This design comes from an exercise in tuning for small area and a short achievable clock period on the open sky130 flow, not from production work. The RTL was checked by simulation tests, not by an equivalence proof against the original design. Power and IR drop assume default switching activity.

## instr_fetch_mem
module instr_fetch_mem #(
    parameter int                DATA_W    = 32,
    parameter int                ADDR_W    = 32,
    parameter int                DEPTH     = 64,
    parameter logic [ADDR_W-1:0] BASE_ADDR = '0,
    parameter logic [DATA_W-1:0] NOP_INSTR = imem_pkg::NOP_INSTR,
    localparam int               IDX_W     = (DEPTH > 1) ? $clog2(DEPTH) : 1
) (
    input  logic                         clk,
    input  logic                         reset,
    input  logic                         req_valid,
    output logic                         req_ready,
    input  logic [ADDR_W-1:0]            req_addr,
    output logic                         resp_valid,
    input  logic                         resp_ready,
    output logic [DATA_W-1:0]            resp_instr,
    output logic [ADDR_W-1:0]            resp_addr,
    output logic [imem_pkg::FAULT_W-1:0] resp_fault,
    input  logic                         load_en,
    input  logic [IDX_W-1:0]             load_idx,
    input  logic [DATA_W-1:0]            load_data
);
Size: about 2100 flip-flops, ~140 I/O pins, ~71000 um2 of cells after synthesis.
export LEC_CHECK = 0
export CAP_MARGIN = 10
export CORE_MARGIN = 2
export CORE_UTILIZATION = 50
export SETUP_SLACK_MARGIN = 2.6
export SLEW_MARGIN = 10
export SYNTH_HIERARCHICAL = 1
export SYNTH_MINIMUM_KEEP_SIZE = 0
export TNS_END_PERCENT = 5
create_clock -name core_clock -period 5.0 [get_ports {clk}]
standard.sh (not shown) runs the stock make flow with config.mk's settings and CLKGATE_MAP_FILE= SYNTH_SCRIPT=/design/flow/synth_recipe.tcl, a recipe that flattens the netlist after the stock synthesis.
==> flow/flow/run.sh <==
#!/bin/bash
# Own layout flow: the standard flow (standard.sh, unchanged synthesis) with three
# layout choices passed to ORFS as make variables:
#  - ports are buffered with buf_4 instead of the default pick (a slow delay buffer),
#  - the clock tree uses clkbuf_8 leaves under a clkbuf_16 root, clusters of 14 sinks,
#    and no dummy loads.
# Each tool's full output stays in orfs/logs/ (ORFS writes one log per step); make's own
# output goes to flow_make.log in this folder.
set -euo pipefail
bash standard.sh \
  "BUFFER_PORTS_ARGS=-buffer_cell sky130_fd_sc_hd__buf_4" \
  "CTS_ARGS=-sink_clustering_enable -repair_clock_nets -dont_use_dummy_load -sink_clustering_size 14 -sink_clustering_max_diameter 40 -root_buf sky130_fd_sc_hd__clkbuf_16 -buf_list sky130_fd_sc_hd__clkbuf_8" \
  finish > flow_make.log 2>&1
Then changed:
==> flow/run.sh (new file) <==
#!/bin/bash
# synth_recipe.tcl (not shown) runs the flow's synth.tcl, then flattens the netlist and writes it again
# the make line also repeats each setting of config.mk as NAME=value (left out here)
make -C /OpenROAD-flow-scripts/flow DESIGN_CONFIG=/design/flow/config.mk WORK_HOME=/design/flow/orfs CLKGATE_MAP_FILE= SYNTH_SCRIPT=/design/flow/synth_recipe.tcl finish
--- a/flow/config.mk
+++ b/flow/config.mk
@@ -7,9 +7,8 @@
 export LEC_CHECK = 0
-export CAP_MARGIN = 10
+export CAP_MARGIN = 20
 export CORE_MARGIN = 2
 export CORE_UTILIZATION = 50
-export SETUP_SLACK_MARGIN = 2.6
-export SLEW_MARGIN = 10
+export SETUP_SLACK_MARGIN = 2.5
+export SLEW_MARGIN = 20
 export SYNTH_HIERARCHICAL = 1
 export SYNTH_MINIMUM_KEEP_SIZE = 0
-export TNS_END_PERCENT = 5
removed: flow/flow/run.sh
removed: flow/standard.sh
=> Total power rose by about a fifth; count of clock-buffer cells in the layout goes up by 89; global-route usage grows by 2.0 points; maximum frequency rises by a few percent; via count went up by a few percent; wire length is higher by a few percent; cell area went up by a little under a tenth; clock skew fell by 44 ps; synthesized area stays the same.
Then changed:
==> flow/flow/run.sh (new file) <==
#!/bin/bash
# Own layout flow: the standard flow (standard.sh, unchanged synthesis) with three
# layout choices passed to ORFS as make variables:
#  - ports are buffered with buf_4 instead of the default pick (a slow delay buffer),
#  - the clock tree uses clkbuf_8 leaves under a clkbuf_16 root, clusters of 14 sinks,
#    and no dummy loads,
#  - timing repair may resize a cell to any footprint.
# Each tool's full output stays in orfs/logs/ (ORFS writes one log per step); make's own
# output goes to flow_make.log in this folder.
set -euo pipefail
bash standard.sh \
  "BUFFER_PORTS_ARGS=-buffer_cell sky130_fd_sc_hd__buf_4" \
  "CTS_ARGS=-sink_clustering_enable -repair_clock_nets -dont_use_dummy_load -sink_clustering_size 14 -sink_clustering_max_diameter 40 -root_buf sky130_fd_sc_hd__clkbuf_16 -buf_list sky130_fd_sc_hd__clkbuf_8" \
  "MATCH_CELL_FOOTPRINT=0" \
  finish > flow_make.log 2>&1
==> flow/standard.sh (new file) <==
#!/bin/bash
# synth_recipe.tcl (not shown) runs the flow's synth.tcl, then flattens the netlist and writes it again
# the make line also repeats each setting of config.mk as NAME=value (left out here)
make -C /OpenROAD-flow-scripts/flow DESIGN_CONFIG=/design/flow/config.mk WORK_HOME=/design/flow/orfs CLKGATE_MAP_FILE= SYNTH_SCRIPT=/design/flow/synth_recipe.tcl "${@:-finish}"
--- a/flow/config.mk
+++ b/flow/config.mk
@@ -7,8 +7,9 @@
 export LEC_CHECK = 0
-export CAP_MARGIN = 20
+export CAP_MARGIN = 10
 export CORE_MARGIN = 2
 export CORE_UTILIZATION = 50
-export SETUP_SLACK_MARGIN = 2.5
-export SLEW_MARGIN = 20
+export SETUP_SLACK_MARGIN = 2.6
+export SLEW_MARGIN = 10
 export SYNTH_HIERARCHICAL = 1
 export SYNTH_MINIMUM_KEEP_SIZE = 0
+export TNS_END_PERCENT = 5
removed: flow/run.sh
Effect: The changed run finished with timing, DRC and antenna clean. Sequential share of layout area grows by 3.1 points. Setup slack degrades by 200 ps. Total power shrinks by 15%. Non-clock buffer count shrinks by 170. Combinational power shrinks by about 3%. Wire length shrinks by 4.3%.
Then changed:
==> flow/run.sh (new file) <==
#!/bin/bash
# synth_recipe.tcl (not shown) runs the flow's synth.tcl, then flattens the netlist and writes it again
# the make line also repeats each setting of config.mk as NAME=value (left out here)
make -C /OpenROAD-flow-scripts/flow DESIGN_CONFIG=/design/flow/config.mk WORK_HOME=/design/flow/orfs CLKGATE_MAP_FILE= SYNTH_SCRIPT=/design/flow/synth_recipe.tcl finish
--- a/flow/config.mk
+++ b/flow/config.mk
@@ -10,2 +10,5 @@
 export CORE_UTILIZATION = 50
+export CTS_BUF_LIST = sky130_fd_sc_hd__clkbuf_16
+export CTS_CLUSTER_DIAMETER = 50
+export CTS_CLUSTER_SIZE = 20
 export SETUP_SLACK_MARGIN = 2.6
removed: flow/flow/run.sh
removed: flow/standard.sh
Maximum frequency went up by 6.1%.
Cell area went up by 4.9%.
Wire length went up by 7.0%.
Setup slack gains 200 ps.
Register-to-register slack gains 330 ps.

-- port drivers added, routing unchanged --
No port has a modelled driver above. Below, the same layouts with a new extraction and two added sets of constraints. Step 1 sets driving cells, clkbuf_16 on the clock port and buf_2 on the other inputs (assumed; they add their load-dependent delay and slew). Step 2 moves the port delays by t, midway between the first and last clock arrival at a register: inputs arrive t later, outputs are due t later. That takes back most of the time a late clock gives input paths. a / b / c = ideal ports / drivers / drivers and shift; a / b = the first two.
run	t, ns	slack for setup (ns)	worst setup path after step 2	latest minus earliest clock arrival (ns)	worst slew at a driven data input, ns
the first run	0.895	1.637 / 1.672 / 0.776	input to register	0.106 / 0.107	0.16
the second run	0.906	1.786 / 1.803 / 0.897	input to register	0.031 / 0.030	0.15
the third run	0.869	1.582 / 1.447 / 0.579	input to register	0.101 / 0.101	0.22
the fourth run	0.915	1.778 / 1.776 / 0.860	input to register	0.028 / 0.029	0.17
After both steps every run listed still meets setup and hold. For the third run, which loses most, drivers alone change the setup slack by -0.135 ns; drivers and shift together by -1.003 ns.
